Context: an optimization exercise on an open-source flow, tuned for small area, a short achievable clock period and few clock cycles. The choices shown serve that exercise and are no tape-out recipe. Where RTL was checked, it was by simulation tests only, not by an equivalence proof against the original.

## mm2s_cmd_gen
module mm2s_cmd_gen
#(
  parameter int CORE_INSTR_WIDTH = 64,
  parameter int CORE_CMD_WIDTH   = 80
) (
  input  logic                        clk,
  input  logic                        rst_n,
  input  logic [CORE_INSTR_WIDTH-1:0] s_axis_mm2s_instr_tdata,
  input  logic                        s_axis_mm2s_instr_tvalid,
  output logic                        s_axis_mm2s_instr_tready,
  output logic [CORE_CMD_WIDTH-1:0]   m_axis_mm2s_cmd_tdata,
  output logic                        m_axis_mm2s_cmd_tvalid,
  input  logic                        m_axis_mm2s_cmd_tready
);
  localparam logic [3:0] E_IDLE = 4'd0;
  localparam logic [3:0] E_PC   = 4'd1;    
  localparam logic [3:0] E_PW   = 4'd2;    
  localparam logic [3:0] E_PH   = 4'd3;    
  localparam logic [3:0] E_BUB  = 4'd4;    
  localparam logic [3:0] E_E    = 4'd5;    
  localparam logic [3:0] E_D    = 4'd6;    
  localparam logic [3:0] E_D2   = 4'd7;    
  localparam logic [3:0] E_WT   = 4'd8;    
  localparam logic [3:0] E_F1   = 4'd9;    
  localparam logic [3:0] E_F    = 4'd10;   
  wire [63:0] instr = s_axis_mm2s_instr_tdata;
  logic [8:0]  tile_ih_q, tile_iw_q, layer_ih_q, layer_iw_q;
  logic [9:0]  tile_c_q;
  logic [15:0] layer_c_q;
  logic [17:0] layer_iwih_q;
  logic [31:0] fin_baddr_q;
  logic        eom_q;
  logic [3:0]  est_q, est_d;
  logic [1:0]  dg_q, dg_d;      
  logic [15:0] sc_q;           
  logic [8:0]  sw_q, sh_q;     
  logic [9:0]  rc_q;
  logic [8:0]  rh_q, rw_q;
  ...
Settings: LEC_CHECK=0, CAP_MARGIN=20, CORE_MARGIN=2, CORE_UTILIZATION=40, SLEW_MARGIN=20; clock period 11.0 ns.
standard.sh (not shown) runs the stock make flow with config.mk's settings and CLKGATE_MAP_FILE= SYNTH_SCRIPT=/design/flow/synth_recipe.tcl, a recipe that flattens the netlist after the stock synthesis.
==> flow/flow/run.sh <==
#!/bin/bash
# Standard layout, with timing repair aiming at 6 ns below the clock period.
set -euo pipefail
bash standard.sh SETUP_SLACK_MARGIN=6 finish > standard_flow.log 2>&1
The baseline passed the timing, design-rule and antenna checks.
Testbench counts at the start, summed over its fixed seeds: cycles 12,595.
Next try:
--- a/flow/design.v
+++ b/flow/design.v
@@ -99,26 +99,26 @@
   logic [8:0]  sw_q, sh_q;     
   logic [9:0]  rc_q;
   logic [8:0]  rh_q, rw_q;
   logic        eol_q, emp_q, wfull_q, hfull_q;
   logic        need_w_q, need_h_q, prev_c_q, prev_w_q, prev_h_q;
   logic [31:0] acc_q;
-  logic [16:0] eb_q;           
   logic [17:0] x_q, x_d;
   logic [5:0]  y_q, y_d;
   logic        a1_acc_q, a1_acc6_q, a1_eb6_q, a2_fin_q, a2_sw_q, a2_niw_q;
   logic        a1_acc_d, a1_acc6_d, a1_eb6_d, a2_fin_d, a2_sw_d, a2_niw_d;
   logic        tready_q;
   logic        w_valid_q, w_last_q, w_tl_q;
   logic [31:0] w_addr_q;
   logic [18:0] w_delta_q;
   logic [22:0] w_btt_q;
   logic [8:0]  w_hlen_q, w_hrem_q, w_iw_q;
   logic [9:0]  w_crem_q;
   logic        instr_hs, var_hs, ho, adv, wrap;
-  logic [31:0] mac, mac_a1, mac_a2, w_sum;
+  logic [31:0] mac, mac_a1, mac_a2, mac_nb, w_sum;
+  logic [31:0] mac_row [4];
   logic        whole, chan;
   logic        cl_any;
   logic [15:0] cl_l;
   logic [9:0]  cl_t, cl_r;
   logic        cl_e, cl_f;
   logic [8:0]  sw_cur, sh_cur;
@@ -139,16 +139,31 @@
   assign var_hs   = instr_hs && instr[INSTR_VAR_BIT];
   assign adv = w_valid_q && m_axis_mm2s_cmd_tready;
   assign ho  = (est_q == E_F) && !emp_q &&
                (!w_valid_q || (m_axis_mm2s_cmd_tready && w_last_q));
   assign mac_a1 = a1_acc_q  ? acc_q :
                   a1_acc6_q ? {acc_q[25:0], 6'b0} :
-                  a1_eb6_q  ? 32'({eb_q, 6'b0}) : 32'd0;
+                  a1_eb6_q  ? 32'({sh_q[0], sc_q, 6'b0}) : 32'd0;
   assign mac_a2 = a2_fin_q ? fin_baddr_q : a2_sw_q ? 32'(sw_q) :
                   a2_niw_q ? {14'h3fff, ~layer_iwih_q} : 32'd0;
-  assign mac    = mac_a1 + mac_a2 + 32'(x_q) * 32'(y_q);
+  always_comb begin
+    logic [6:0]  ye;
+    logic        one, two;
+    logic [18:0] m;
+    ye    = {y_q, 1'b0};
+    mac_nb = '0;
+    for (int i = 0; i < 3; i++) begin
+      one = ye[2*i+1] ^ ye[2*i];
+      two = (ye[2*i+2] && !ye[2*i+1] && !ye[2*i]) || (!ye[2*i+2] && ye[2*i+1] && ye[2*i]);
+      m   = two ? {x_q, 1'b0} : one ? {1'b0, x_q} : 19'd0;
+      mac_row[i] = ({13'd0, m} ^ {32{ye[2*i+2]}}) << (2*i);
+      mac_nb[2*i] = ye[2*i+2];
+    end
+    mac_row[3] = y_q[5] ? (32'(x_q) << 6) : 32'd0;
+  end
+  assign mac    = mac_a1 + mac_a2 + mac_row[0] + mac_row[1] + mac_row[2] + mac_row[3] + mac_nb;
   assign cl_any = prev_c_q || prev_w_q || prev_h_q;
   always_comb begin
     if (prev_c_q)      begin cl_t = tile_c_q;       cl_l = layer_c_q;       end
     else if (prev_w_q) begin cl_t = 10'(tile_iw_q); cl_l = 16'(layer_iw_q); end
     else               begin cl_t = 10'(tile_ih_q); cl_l = 16'(layer_ih_q); end
   end
@@ -299,13 +314,12 @@
         end
         default: ;
       endcase
     end
     if (est_q == E_PC || est_q == E_PW || est_q == E_PH || est_q == E_E ||
         est_q == E_D || est_q == E_D2) acc_q <= mac;
-    if (est_q == E_F1) eb_q <= mac[16:0];
     dg_q       <= dg_d;
     x_q        <= x_d;
     y_q        <= y_d;
     a1_acc_q   <= a1_acc_d;
     a1_acc6_q  <= a1_acc6_d;
     a1_eb6_q   <= a1_eb6_d;
@@ -313,14 +327,16 @@
     a2_sw_q    <= a2_sw_d;
     a2_niw_q   <= a2_niw_d;
     prev_c_q   <= (est_q == E_PC) && (dg_q == 2'd0);
     prev_w_q   <= (est_q == E_PW) && (dg_q == 2'd0);
     prev_h_q   <= (est_q == E_PH) && (dg_q == 2'd0);
     if (prev_c_q) sc_q <= acc_q[15:0];
+    if (est_q == E_F1) sc_q <= mac[15:0];
     if (prev_w_q) sw_q <= acc_q[8:0];
     if (prev_h_q) sh_q <= acc_q[8:0];
+    if (est_q == E_F1) sh_q[0] <= mac[16];
     if (prev_c_q) rc_q <= cl_r;
     if (prev_w_q) begin rw_q <= cl_r[8:0]; wfull_q <= cl_f; end
     if (prev_h_q) begin rh_q <= cl_r[8:0]; hfull_q <= cl_f; end
     emp_q <= emp_q || (cl_any && cl_e);
     if (var_hs) begin
       sc_q     <= {6'b0, instr[V_STC_LSB +: 10]};
Setup slack gets worse by 0.17 ns.
Via count increases by about 1.7%.
Clock skew decreases by 0.018 ns.
Design area increases by about 0.6%.
Global-route usage increases by 1.7 points.
Core utilization increases by 1.3 points.
Wire length increases by 4.0%.
Worst hold slack gets better by 0.050 ns.
Only the layout flow was run in the second run of this note; the RTL was not checked for function there.

separate check: timing with driven ports:
Ports are ideal in the flow. The routed layouts listed here were re-timed in OpenROAD. Step 1 (the two cells are an assumption about what drives the block):
set clk [get_ports {clk}]
set_driving_cell -lib_cell sky130_fd_sc_hd__clkbuf_16 $clk
set_driving_cell -lib_cell sky130_fd_sc_hd__buf_2 [delete_from_list [all_inputs] $clk]
Step 2 times the ports against the registers' clock, not the clock port: input delays grow and output delays shrink by t, the midpoint of the rising clock arrivals with the driver on. Slacks: no drivers / after step 1 / after step 2; pairs: no drivers / after step 1.
run | shift t [ns] | slack for setup (ns) | latest minus earliest clock arrival (ns)
the first run | 0.661 | 6.010 / 6.010 / 5.580 | 0.034 / 0.034
the second run | 0.658 | 5.844 / 5.844 / 5.524 | 0.016 / 0.016
After both steps setup and hold are still met in every run listed. The setup slack of the first run, which loses most, moves by 0.000 ns with the drivers and by -0.430 ns with both steps.
